This design comes from an exercise in tuning for small area and a short achievable clock period on the open sky130 flow, not from production work. The RTL was checked by simulation tests, not by an equivalence proof against the original design. Power and IR drop assume default switching activity.

the previous run:
// banked_arbitrated_ram
module banked_arbitrated_ram (
  input  logic        clk,
  input  logic        rst,
  input  logic [1:0]  we_i,
  output logic [1:0]  wrRdy_o,
  input  logic [11:0] wadr_i,
  input  logic [63:0] wdat_i,
  input  logic [7:0]  wbe_i,
  input  logic [1:0]  re_i,
  output logic [1:0]  rdRdy_o,
  input  logic [11:0] radr_i,
  output logic [1:0]  rvld_o,
  output logic [63:0] rdat_o,
  output logic        init_done_o
);
  banked_arbitrated_ram_pkg::state_e r_state, w_nstate;
  logic [4:0]  r_row;
  logic        w_run, w_init;
  assign w_nstate = rst ? ST_INIT : ((r_state == ST_RUN) | r_row[4]) ? ST_RUN : ST_INIT;
  always_ff @(posedge clk) begin
    r_state <= w_nstate;
    if (rst)                    r_row <= '0;
    else if (r_state == ST_RUN) r_row <= '0;
    else if (r_row[4])          r_row <= '0;
    else                        r_row <= r_row + 1'b1;
  end
  assign w_run  = (r_state == ST_RUN) & ~rst;
  assign w_init = (r_state == ST_INIT) & ~rst;
  logic [15:0] w_clr_row;
  always_comb
    for (int j = 0; j < 16; j++)
      w_clr_row[j] = w_init & ~r_row[4] & (r_row[3:0] == 4'(j));
  logic [1:0][1:0]  w_wbank, w_rbank;
  logic [1:0][3:0]  w_wbank_oh, w_rbank_oh;
  logic [1:0][15:0] w_wrow_oh, w_rrow_oh;
  always_comb
    for (int p = 0; p < 2; p++) begin
      w_wbank[p] = wadr_i[6*p +: 2];
      w_rbank[p] = radr_i[6*p +: 2];
      for (int b = 0; b < 4; b++) begin
        w_wbank_oh[p][b] = (wadr_i[6*p +: 2] == 2'(b));
        w_rbank_oh[p][b] = (radr_i[6*p +: 2] == 2'(b));
      end
      for (int j = 0; j < 16; j++) begin
        w_wrow_oh[p][j] = (wadr_i[6*p+2 +: 4] == 4'(j));
        w_rrow_oh[p][j] = (radr_i[6*p+2 +: 4] == 4'(j));
      end
    end
  logic [3:0][31:0] w_bank_rdat;
  logic [3:0] r_wq0, r_wq1, r_rq0, r_rq1;
  logic [3:0]       w_wptr, w_rptr;
  logic [3:0][1:0]  w_nwptr, w_nrptr;
  for (genvar b = 0; b < 4; b++) begin : g_bank
    logic [1:0]  w_wreq, w_wgnt, w_rreq, w_rgnt;
  ...
For scale: about 2100 flip-flops.
export LEC_CHECK = 0
export CAP_MARGIN = 10
export CORE_MARGIN = 2
export CORE_UTILIZATION = 50
export CTS_CLUSTER_DIAMETER = 70
export CTS_CLUSTER_SIZE = 22
export GPL_TIMING_DRIVEN = 1
export SETUP_SLACK_MARGIN = 1.9
export SLEW_MARGIN = 10
export TNS_END_PERCENT = 5
create_clock -name core_clock -period 4.2 [get_ports {clk}]
standard.sh (not shown) runs the stock make flow with config.mk's settings and CLKGATE_MAP_FILE= SYNTH_SCRIPT=/design/flow/synth_recipe.tcl, a recipe that flattens the netlist after the stock synthesis.
==> flow/flow/run.sh <==
#!/bin/bash
# Layout flow: the standard ORFS flow with two changes to how the layout
# is made: the input and output ports are buffered with a plain buffer cell
# instead of the delay buffer buffer_ports picks by default, and the buffers
# ABC inserts during synthesis are removed at floorplan so that placement-time
# repair rebuilds the fanout trees from the real placement. Synthesis is the
# standard one. Each tool's output goes to ORFS's per-step logs under orfs/logs
# and to the make_*.log files in the work folder.
set -euo pipefail
export BUFFER_PORTS_ARGS="-buffer_cell sky130_fd_sc_hd__buf_4"
export REMOVE_ABC_BUFFERS=1
bash standard.sh synth > make_synth.log 2>&1
bash standard.sh finish > make_finish.log 2>&1
Here is what was changed in the inputs of the current run compared with the previous run.
- swapping 50 for 58 in CORE_UTILIZATION
==> comparison <==
The current run — cell count 485 lower, the previous run as reference
Relative to the previous run, switching power has gone down in the current run.
| die outline height | higher: the previous run |
A category of the most critical setup path of primary input to output pin is what the previous run shows, while primary input to flip-flop belongs to the current run.
Endpoint arrival time on the critical path (the current run over the previous run): increase, 1.48 ns
Between the current run and the previous run, it is the current run whose die boundary width is lower, by 7.1%.
In the current run, the pin count of the biggest net entering global routing came out 2.3% above the value in the previous run.
Power of the combinational group: the current run vs the previous run down about 1%
CTS clock-pin slew for the worst setup and hold paths was higher in the current run than in the previous run.
Looking at post-CTS resize count, the current run sits 193 lower than the previous run does.

## afterwards: timing with drivers on the ports
The results above use ideal ports. As a check the final layouts listed here were re-extracted and re-timed, cells and wires unchanged. Step 1 assumes that a clkbuf_16 drives the clock port and a buf_2 every other input. Step 2 times the ports against the registers' clock, not the clock port: input delays grow and output delays shrink by t, the midpoint of the rising clock arrivals with the driver on. Slacks: ideal ports / drivers / drivers and shift; pairs: ideal ports / drivers.
run | shift t [ns] | setup slack, ns | slew at the worst register clock pin (ns)
the previous run | 0.940 | 1.124 / 0.959 / 0.120 | 0.10 / 0.10
the current run | 0.911 | 1.168 / 1.097 / 0.253 | 0.10 / 0.10
After both steps setup and hold are still met in every run listed. The setup slack of the previous run, which loses most, moves by -0.165 ns with the drivers and by -1.004 ns with both steps.
